Source: an optimization exercise on an open RTL-to-GDS flow (aim: small area and a short achievable clock period). Production flows keep margins and buffers that such runs may drop. RTL that was checked went through simulation tests only; none was proved equivalent to the original. Power figures rest on the tool's default switching activity, not on a simulated workload.

==> flow/design.v (excerpt) <==
module execCore
(
	input  logic                       clk,
	input  logic                       rstN,
	input  logic                       instrValid,
	input  logic [15:0]                instr,
	output logic                       wbValid,
	output logic [4-1:0] wbReg,
	output logic [16-1:0]     wbData,
	output logic                       carry,
	output logic                       low,
	output logic                       overflow,
	output logic                       zero,
	output logic                       negative
);
	localparam int W = 16;
	localparam int N = 16;
	logic [4-1:0] srcAddr, dstAddr;
	logic [W-1:0]   regs [N];
	logic [N*W-1:0] words;
	logic [N-1:0]   current, wbHit, dstHit;
	logic [4-1:0] wbRegN;  
	logic         srcIsReg, sub, wrEn, wrAlu, wrShift, updArith, updCmp;
	logic [W-1:0] immB;
	logic [3:1]   lut;
	assign dstAddr = instr[11:8];
	assign srcAddr = instr[3:0];
	execControl i_control (
		.instrValid (instrValid),
		.instr      (instr),
		.srcIsReg   (srcIsReg),
		.immB       (immB),
		.sub        (sub),
		.lut        (lut),
		.wrEn       (wrEn),
		.wrAlu      (wrAlu),
		.wrShift    (wrShift),
		.updArith   (updArith),
		.updCmp     (updCmp)
	);
	logic [N-1:0] srcSel, dstSel;
	logic         srcBypass, dstBypass;
	logic [W-1:0] opB, dstData;
	always_comb begin
		for (int i = 0; i < N; i++) begin
			words[i*W +: W] = regs[i];
  ...
Settings: LEC_CHECK=0, CAP_MARGIN=20, CORE_MARGIN=2, CORE_UTILIZATION=40, SETUP_SLACK_MARGIN=1.5, SLEW_MARGIN=20, SYNTH_HIERARCHICAL=1; clock period 5.5 ns.
standard.sh (not shown) runs the stock make flow with config.mk's settings and CLKGATE_MAP_FILE= SYNTH_SCRIPT=/design/flow/synth_recipe.tcl, a recipe that flattens the netlist after the stock synthesis.
==> flow/flow/run.sh <==
#!/bin/bash
# The standard layout, with plain buffers on the ports (instead of the delay
# cells buffer_ports picks by default) and a clock tree of smaller buffers
# without dummy loads.
set -euo pipefail
bash standard.sh finish \
  "BUFFER_PORTS_ARGS=-buffer_cell sky130_fd_sc_hd__buf_2" \
  "CTS_ARGS=-sink_clustering_enable -repair_clock_nets -dont_use_dummy_load -buf_list sky130_fd_sc_hd__clkbuf_8 -sink_clustering_size 16 -sink_clustering_max_diameter 60" \
  > make_finish.log 2>&1
The baseline finished clean.
Then changed:
- CORE_UTILIZATION: 40 -> 50
Outcome:
- via count climbs by about 0.5%
- cell area drops by about 1.5%
- global-route usage climbs by 6.1 points
- sequential power drops by about 2%
- setup slack improves by 0.011 ns
- power stays flat
- die area drops by about 20%
- clock power stays flat
Then changed:
==> flow/flow/run.sh (replaced) <==
#!/bin/bash
# The standard layout, with plain buffers on the ports (instead of the delay
# cells buffer_ports picks by default) and a clock tree without dummy loads.
set -euo pipefail
bash standard.sh finish \
  "BUFFER_PORTS_ARGS=-buffer_cell sky130_fd_sc_hd__buf_2" \
  "CTS_ARGS=-sink_clustering_enable -repair_clock_nets -dont_use_dummy_load" \
  > make_finish.log 2>&1
- CORE_UTILIZATION: 50 -> 40
Worst setup slack degrades by 0.098 ns; final area grows by 1.1%; final cell count grows by 5.5%; total power grows by 9.1%; sequential share of layout area shrinks by 0.49 points; utilization shrinks by 12 points.


## job 8875
execCore, a different RTL version from the one above (not shown whole).
Size in the first run: about 1300 cells after synthesis, roughly 45 I/O pins, ~0.016 mm^2 of cells after synthesis.
==> flow/design.v (excerpt) <==
module execCore
(
	input  logic                       clk,
	input  logic                       rstN,
	input  logic                       instrValid,
	input  logic [15:0]                instr,
	output logic                       wbValid,
	output logic [4-1:0] wbReg,
	output logic [16-1:0]     wbData,
	output logic                       carry,
	output logic                       low,
	output logic                       overflow,
	output logic                       zero,
	output logic                       negative
);
	localparam int W = 16;
	localparam int N = 16;
	logic [4-1:0] srcAddr, dstAddr;
	logic [W-1:0]   regs [N];
	logic [N*W-1:0] words;
	logic [N-1:0]   current, wbHit, dstHit;
	logic [4-1:0] wbRegN;  
	logic         srcIsReg, sub, countImm, wrEn, wrAlu, wrShift, updArith, updCmp;
	logic [W-1:0] immB;
	logic [3:1]   lut;
	assign dstAddr = instr[11:8];
	assign srcAddr = instr[3:0];
	execControl i_control (
		.instrValid (instrValid),
		.instr      (instr),
		.srcIsReg   (srcIsReg),
		.immB       (immB),
		.sub        (sub),
		.lut        (lut),
		.countImm   (countImm),
		.wrEn       (wrEn),
		.wrAlu      (wrAlu),
		.wrShift    (wrShift),
		.updArith   (updArith),
		.updCmp     (updCmp)
	);
	logic [N-1:0] srcSel, dstSel;
	logic         srcBypass, dstBypass;
	logic [W-1:0] opB, dstData;
	always_comb begin
		for (int i = 0; i < N; i++) begin
			words[i*W +: W] = regs[i];
			wbHit[i]        = (wbReg == i);
			dstHit[i]       = (dstAddr == i);
		end
	end
	readSel i_srcSel (
		.addr    (srcAddr),
		.en      (srcIsReg),
		.current (current),
		.wbReg   (~wbRegN),
		.sel     (srcSel),
  ...
clock: 5.5 ns
lec_check: 0
cap_margin: 20
core_margin: 2
core_utilization: 40
setup_slack_margin: 2.0
slew_margin: 20
synth_hierarchical: 1
==> flow/flow/run.sh <==
#!/bin/bash
# The standard layout, with plain buffers on the ports (instead of the delay
# cells buffer_ports picks by default) and a clock tree of smaller buffers
# without dummy loads.
set -euo pipefail
bash standard.sh finish \
  "BUFFER_PORTS_ARGS=-buffer_cell sky130_fd_sc_hd__buf_2" \
  "CTS_ARGS=-sink_clustering_enable -repair_clock_nets -dont_use_dummy_load -buf_list sky130_fd_sc_hd__clkbuf_8 -sink_clustering_size 16 -sink_clustering_max_diameter 60" \
  > make_finish.log 2>&1
#### Input delta (job 8772 over job 8875)
# job 8875
export LEC_CHECK = 0
export CAP_MARGIN = 20
export CORE_MARGIN = 2
export CORE_UTILIZATION = 40
export SETUP_SLACK_MARGIN = 2.0
export SLEW_MARGIN = 20
export SYNTH_HIERARCHICAL = 1
create_clock -name core_clock -period 5.5 [get_ports {clk}]
# job 8772
export LEC_CHECK = 0
export CAP_MARGIN = 20
export CORE_MARGIN = 2
export CORE_UTILIZATION = 50
export SETUP_SLACK_MARGIN = 1.5
export SLEW_MARGIN = 20
export SYNTH_HIERARCHICAL = 1
create_clock -name core_clock -period 5.5 [get_ports {clk}]
Job 8772 ended with every stage complete and zero timing, DRC or antenna violations. [job 8772] wire length of the first global-routing pass fell 1900 um relative to job 8875. Diff job 8875..job 8772 | total non-filler cell area in the finished layout | negligible. Relative to job 8875, the die boundary height of job 8772 is lower by about 10%. In the reports for job 8772 and job 8875, the larger portion of total power attributed to combinational logic belongs to job 8875. Job 8772 against job 8875; number of buffers added for setup after CTS is down by more than a quarter. Relative to job 8875, the global-route usage of job 8772 is higher by 6.5 points.


indigo:
Another version of the RTL of execCore (not shown whole).
clock: 5.5 ns
lec_check: 0
cap_margin: 20
core_margin: 2
core_utilization: 40
setup_slack_margin: 1.5
slew_margin: 20
synth_hierarchical: 1
Scripts as last shown in full above: flow/flow/run.sh
### indigo -> xenon
# indigo
export LEC_CHECK = 0
export CAP_MARGIN = 20
export CORE_MARGIN = 2
export CORE_UTILIZATION = 40
export SETUP_SLACK_MARGIN = 1.5
export SLEW_MARGIN = 20
export SYNTH_HIERARCHICAL = 1
create_clock -name core_clock -period 5.5 [get_ports {clk}]
# xenon
export LEC_CHECK = 0
export CAP_MARGIN = 20
export CORE_MARGIN = 2
export CORE_UTILIZATION = 40
export SETUP_SLACK_MARGIN = 2.0
export SLEW_MARGIN = 20
export SYNTH_HIERARCHICAL = 1
create_clock -name core_clock -period 5.5 [get_ports {clk}]
- Changes observed in xenon relative to indigo: number of clock buffers in the layout has increased, count of mapped cells out of synthesis has remained practically unchanged.
- Between xenon and indigo, total track usage is higher for xenon, indigo comes in under that.
- Looking at setup slack, xenon sits 16 ps higher than indigo does.


Another version of the RTL of execCore (not shown whole).
Size in the first run: ~1400 cells after synthesis, about 300 flip-flops, ~45 I/O pins.
Design execCore, start of the top module:
module execCore
(
	input  logic                       clk,
	input  logic                       rstN,
	input  logic                       instrValid,
	input  logic [15:0]                instr,
	output logic                       wbValid,
	output logic [4-1:0] wbReg,
	output logic [16-1:0]     wbData,
	output logic                       carry,
	output logic                       low,
	output logic                       overflow,
	output logic                       zero,
	output logic                       negative
);
	logic [4-1:0] srcAddr, dstAddr;
	logic [16-1:0]     srcData, dstData, wrData;
	logic                       wrEn;
	logic [16-1:0] opB, aluResult, rotated, keep;
	logic                   sub, arith, useShift;
	logic [3:1]             lut;
	logic [4:0]             shiftCount;
	logic                   aluCarry, aluLow, aluOverflow, aluZero, aluNegative;
	execControl i_control (
		.clk         (clk),
		.rstN        (rstN),
		.instrValid  (instrValid),
		.instr       (instr),
		.srcData     (srcData),
		.aluCarry    (aluCarry),
		.aluLow      (aluLow),
		.aluOverflow (aluOverflow),
		.aluZero     (aluZero),
		.aluNegative (aluNegative),
		.srcAddr     (srcAddr),
  ...
==> flow/config.mk <==
export PLATFORM = sky130hd
export DESIGN_NAME = execCore
export DESIGN_NICKNAME = execCore
export VERILOG_FILES = /design/flow/design.v
export SDC_FILE = /design/flow/constraint.sdc
export NUM_CORES = 4
export LEC_CHECK = 0
export CAP_MARGIN = 20
export CORE_MARGIN = 2
export CORE_UTILIZATION = 40
export GPL_TIMING_DRIVEN = 0
export SETUP_SLACK_MARGIN = 1.5
export SLEW_MARGIN = 20
==> flow/constraint.sdc <==
create_clock -name core_clock -period 5.5 [get_ports {clk}]
set_input_delay 1.1000 -clock core_clock [delete_from_list [all_inputs] [get_ports {clk}]]
set_output_delay 1.1000 -clock core_clock [all_outputs]
set_load 0.01 [all_outputs]
run.sh (not shown) runs the stock make flow with config.mk's settings and CLKGATE_MAP_FILE= SYNTH_SCRIPT=/design/flow/synth_recipe.tcl, a recipe that flattens the netlist after the stock synthesis.
Stock flow here: none of the scripts above is used.
The starting point went through all stages and came out clean.
Edit:
Settings changed: GPL_TIMING_DRIVEN 0 to not set.
The new run finished clean.
Wire length came out higher by 1.0%.
Clock power went down by 9.1%.
Area after synthesis does not change.
Register-to-register slack gets better by 0.33 ns.
No run of this note included a check of the RTL's function; only the layout flow was run.

[separate check: timing with driven ports]
The flow's constraints put no driver on any port. The routed layouts listed below were extracted and timed again, unchanged, in two steps. Step 1 assumes that a clkbuf_16 drives the clock port and a buf_2 every other input. Step 2 also shifts input and output timing later by t, the mid clock arrival at the registers, as if the neighbouring blocks saw the same clock. Slacks: ideal ports / drivers / drivers and shift; pairs: ideal ports / drivers.
run | shift t [ns] | setup slack, ns | clock arrival spread, ns
the first run of note 1 | 0.653 | 1.140 / 1.143 / 0.490 | 0.066 / 0.065
the second run of note 1 | 0.649 | 1.151 / 1.148 / 0.499 | 0.110 / 0.111
the third run of note 1 | 0.557 | 1.052 / 1.057 / 0.500 | 0.058 / 0.058
job 8875 | 0.659 | 1.429 / 1.420 / 0.761 | 0.066 / 0.066
job 8772 | 0.634 | 1.192 / 1.160 / 0.526 | 0.133 / 0.132
indigo | 0.658 | 1.382 / 1.365 / 0.706 | 0.103 / 0.103
xenon | 0.656 | 1.398 / 1.384 / 0.728 | 0.081 / 0.081
the first run of note 4 | 0.597 | 0.646 / 0.646 / 0.122 | 0.014 / 0.014
the second run of note 4 | 0.622 | 0.954 / 0.985 / 0.374 | 0.013 / 0.014
After both steps setup and hold are still met in every run listed. The setup slack of indigo, which loses most, moves by -0.017 ns with the drivers and by -0.676 ns with both steps.
